This design comes from an exercise in tuning for small area, a short achievable clock period and few clock cycles per item on the open sky130 flow, not from production work. At most, simulation tests tie the RTL to the original design; equivalence was not proved. Power is estimated from default activity; no workload was simulated.

// ekf_slam_core
module ekf_slam_core (
  input  logic          clk,
  input  logic          sys_rst,
  input  logic          i_stage_valid,
  input  logic [76:0]   i_stage_cmd,
  input  logic [31:0]   i_plb_dout,
  input  logic          i_nl_done,
  input  logic [191:0]  i_nl_result,
  output logic          o_stage_ready,
  output logic          o_plb_en,
  output logic          o_plb_we,
  output logic [31:0]   o_plb_addr,
  output logic [31:0]   o_plb_din,
  output logic          o_nl_init,
  output logic [2:0]    o_nl_stage,
  output logic [159:0]  o_nl_operand
);
Size in the first run: about 1,800 cells after synthesis, about 280 flip-flops, about 540 I/O pins.
clock: 5.0 ns
lec_check: 0
cap_margin: 20
core_margin: 2
core_utilization: 40
setup_slack_margin: 1.5
slew_margin: 20
standard.sh (not shown) runs the stock make flow with config.mk's settings and CLKGATE_MAP_FILE= SYNTH_SCRIPT=/design/flow/synth_recipe.tcl, a recipe that flattens the netlist after the stock synthesis.
==> flow/flow/run.sh <==
#!/bin/bash
# Standard layout, with plain buffers (buf_1) on the ports in place of the
# delay buffers buffer_ports picks by default.
set -euo pipefail
export BUFFER_PORTS_ARGS="-buffer_cell sky130_fd_sc_hd__buf_1"
bash standard.sh > standard.log 2>&1
The starting point ran to the end with no violations.
Change:
- SETUP_SLACK_MARGIN: 1.5 -> 1.2
Outcome:
- The new run ran to the end with no violations
- via count drops by a few percent
- area after synthesis stays the same
- total power drops by a little under a tenth
- routed wire length drops by a few percent
- cell count drops by a few percent
Change:
- SYNTH_HIERARCHICAL: unset -> 1
Clock-buffer cell count came out higher by 15. Setup slack gains 0.22 ns. Die area came out higher by 6.8%. First-iteration DRC count came out higher by 21%. Clock skew came out higher by 0.0046 ns. Cell area came out higher by 2.0%. Global-route usage came out higher by 1.2 points. Sequential power stays flat. Utilization came out lower by 2.6 points.
No run of this note included a check of the RTL's function; only the layout flow was run.

* * *

Another version of the RTL of ekf_slam_core (not shown whole).
Size: about 540 I/O pins, roughly 19,000 sq um of cells after synthesis.
make LEC_CHECK=0 CAP_MARGIN=20 CORE_MARGIN=2 CORE_UTILIZATION=40 SETUP_SLACK_MARGIN=1.5 SLEW_MARGIN=20 finish   # period 5.0 ns
run.sh (not shown) runs the stock make flow with config.mk's settings and CLKGATE_MAP_FILE= SYNTH_SCRIPT=/design/flow/synth_recipe.tcl, a recipe that flattens the netlist after the stock synthesis.
Stock flow here: none of the scripts above is used.
Then changed:
- SETUP_SLACK_MARGIN: 1.5 -> not set
Outcome: The new run produced a clean layout. Maximum frequency drops by 18%. Register-to-register slack degrades by 0.50 ns. Area after synthesis does not change. Sequential cell count stays the same.
No run of this note included a check of the RTL's function; only the layout flow was run.

* * *

Setup of the reference run:
Starting RTL as in the previous note.
export LEC_CHECK = 0
export CAP_MARGIN = 20
export CORE_MARGIN = 2
export CORE_UTILIZATION = 40
export SETUP_SLACK_MARGIN = 2.5
export SLEW_MARGIN = 20
create_clock -name core_clock -period 5.0 [get_ports {clk}]
Every stage of the flow completed for the reference run, and the final layout passed the timing, design-rule and antenna checks.
## Diff of input files: the trial run against the reference run
- an added ABC_CLOCK_PERIOD_IN_PS of 3000
- a change of SETUP_SLACK_MARGIN from 2.5 to 1.5
==> summary.txt <==
On clock buffer count: between the reference run and the trial run, it ends up higher for the reference run. Compared with the reference run, the trial run shows a higher number of diodes added for antenna fixing. As of the trial run, internal power of the cells had fallen by a few percent compared to the reference run. Against the reference run, the trial run comes in 9.1% lower on final area. The trial run reports its first element of the critical path as i_stage_cmd[65] while the reference run reports c_upd.
No functional check of the RTL was part of any run of this note.

* * *

ekf_slam_core, a different RTL version from the one above (not shown whole).
Size: roughly 2,400 cells after synthesis, about 540 I/O pins.
==> flow/design.v (excerpt) <==
module ekf_slam_core (
  input  logic          clk,
  input  logic          sys_rst,
  input  logic          i_stage_valid,
  input  logic [76:0]   i_stage_cmd,
  input  logic [31:0]   i_plb_dout,
  input  logic          i_nl_done,
  input  logic [191:0]  i_nl_result,
  output logic          o_stage_ready,
  output logic          o_plb_en,
  output logic          o_plb_we,
  output logic [31:0]   o_plb_addr,
  output logic [31:0]   o_plb_din,
  output logic          o_nl_init,
  output logic [2:0]    o_nl_stage,
  output logic [159:0]  o_nl_operand
);
clock: 5.0 ns
lec_check: 0
abc_area: 1
cap_margin: 20
core_margin: 2
core_utilization: 40
setup_slack_margin: 1.2
slew_margin: 20
standard.sh (not shown) runs the stock make flow with config.mk's settings and CLKGATE_MAP_FILE= SYNTH_SCRIPT=/design/flow/synth_recipe.tcl, a recipe that flattens the netlist after the stock synthesis.
Scripts as last shown in full above: flow/flow/run.sh
Testbench counts at the start, summed over its fixed seeds: cycles 11,126, commands 1,920.
Edit:
ABC_AREA = default   (was 1)
CORE_UTILIZATION = 60   (was 40)
What happened:
- cell area came out lower by a few percent
- count of clock-buffer cells in the layout came out lower by 11
- sequential cell count does not change
- routed wire length came out lower by about a fifth
- power came out lower by a few percent
- non-clock buffer count came out higher by 3
- synthesized area came out lower by a few percent
- final cell count came out lower by a quarter to a third
Edit:
CORE_UTILIZATION = 40   (was 60)
CTS_CLUSTER_DIAMETER = 80   (was default)
CTS_CLUSTER_SIZE = 40   (was default)
After rerunning: The new run finished with timing, DRC and antenna clean. Worst hold slack gains 0.021 ns. Total power went down by 6.5%. Synthesized cell count does not change. Sequential share of layout area went down by 0.60 points. Cell count went up by 7.9%. Via count went down by 2.1%. Global-route usage went down by 9.7 points. Sequential power barely changes.
Edit:
--- a/flow/flow/run.sh
+++ b/flow/flow/run.sh
@@ -4,3 +4,4 @@
 set -euo pipefail
 export BUFFER_PORTS_ARGS="-buffer_cell sky130_fd_sc_hd__buf_1"
+export RECOVER_POWER=100
 bash standard.sh > standard.log 2>&1
CTS_CLUSTER_DIAMETER = default   (was 80)
CTS_CLUSTER_SIZE = default   (was 40)
=>
- Now the flow produced a layout that fails on max-capacitance violations, max-slew violations
- cell area decreases by 0.77%
- synthesized cell count is unchanged
- area after synthesis does not change
- combinational power falls by 3.4%
- die area is unchanged
- first-iteration DRC count went down by 2.2%
- non-clock buffer count goes down by 15
- sequential power is about the same
- count of clock-buffer cells in the layout rises by 23
- setup slack got worse by 0.48 ns

==> re-timing with driven ports <==
Ports are ideal in the flow. The routed layouts listed here were re-timed in OpenROAD.
Step 1 sets driving cells, clkbuf_16 on the clock port and buf_2 on the other inputs (assumed; they add their load-dependent delay and slew).
Step 2 also shifts input and output timing later by t, the mid clock arrival at the registers, as if the neighbouring blocks saw the same clock.
Three values: ideal ports, drivers, drivers and shift; two values: the first two.
run	t (ns)	setup slack, ns	pins driven straight from the clock port
the first run of note 1	0.614	1.022 / 1.045 / 0.431	1
the second run of note 1	0.608	1.073 / 1.073 / 0.488	1
the third run of note 1	0.603	1.291 / 1.232 / 0.811	1
the first run of note 2	0.605	1.005 / 0.972 / 0.439	1
the second run of note 2	0.604	0.139 / 0.108 / -0.247	1
the reference run	0.611	0.893 / 0.893 / 0.321	1
the trial run	0.605	1.005 / 0.972 / 0.439	1
the first run of note 4	0.605	1.341 / 1.283 / 0.868	1
the second run of note 4	0.612	1.286 / 1.235 / 0.880	1
the third run of note 4	0.595	1.275 / 1.221 / 0.782	1
the fourth run of note 4	0.596	0.794 / 0.794 / 0.440	1
With both steps, setup timing fails in the second run of note 2, where it was met with ideal ports. The setup slack of the first run of note 1, which loses most, moves by +0.023 ns with the drivers and by -0.591 ns with both steps.
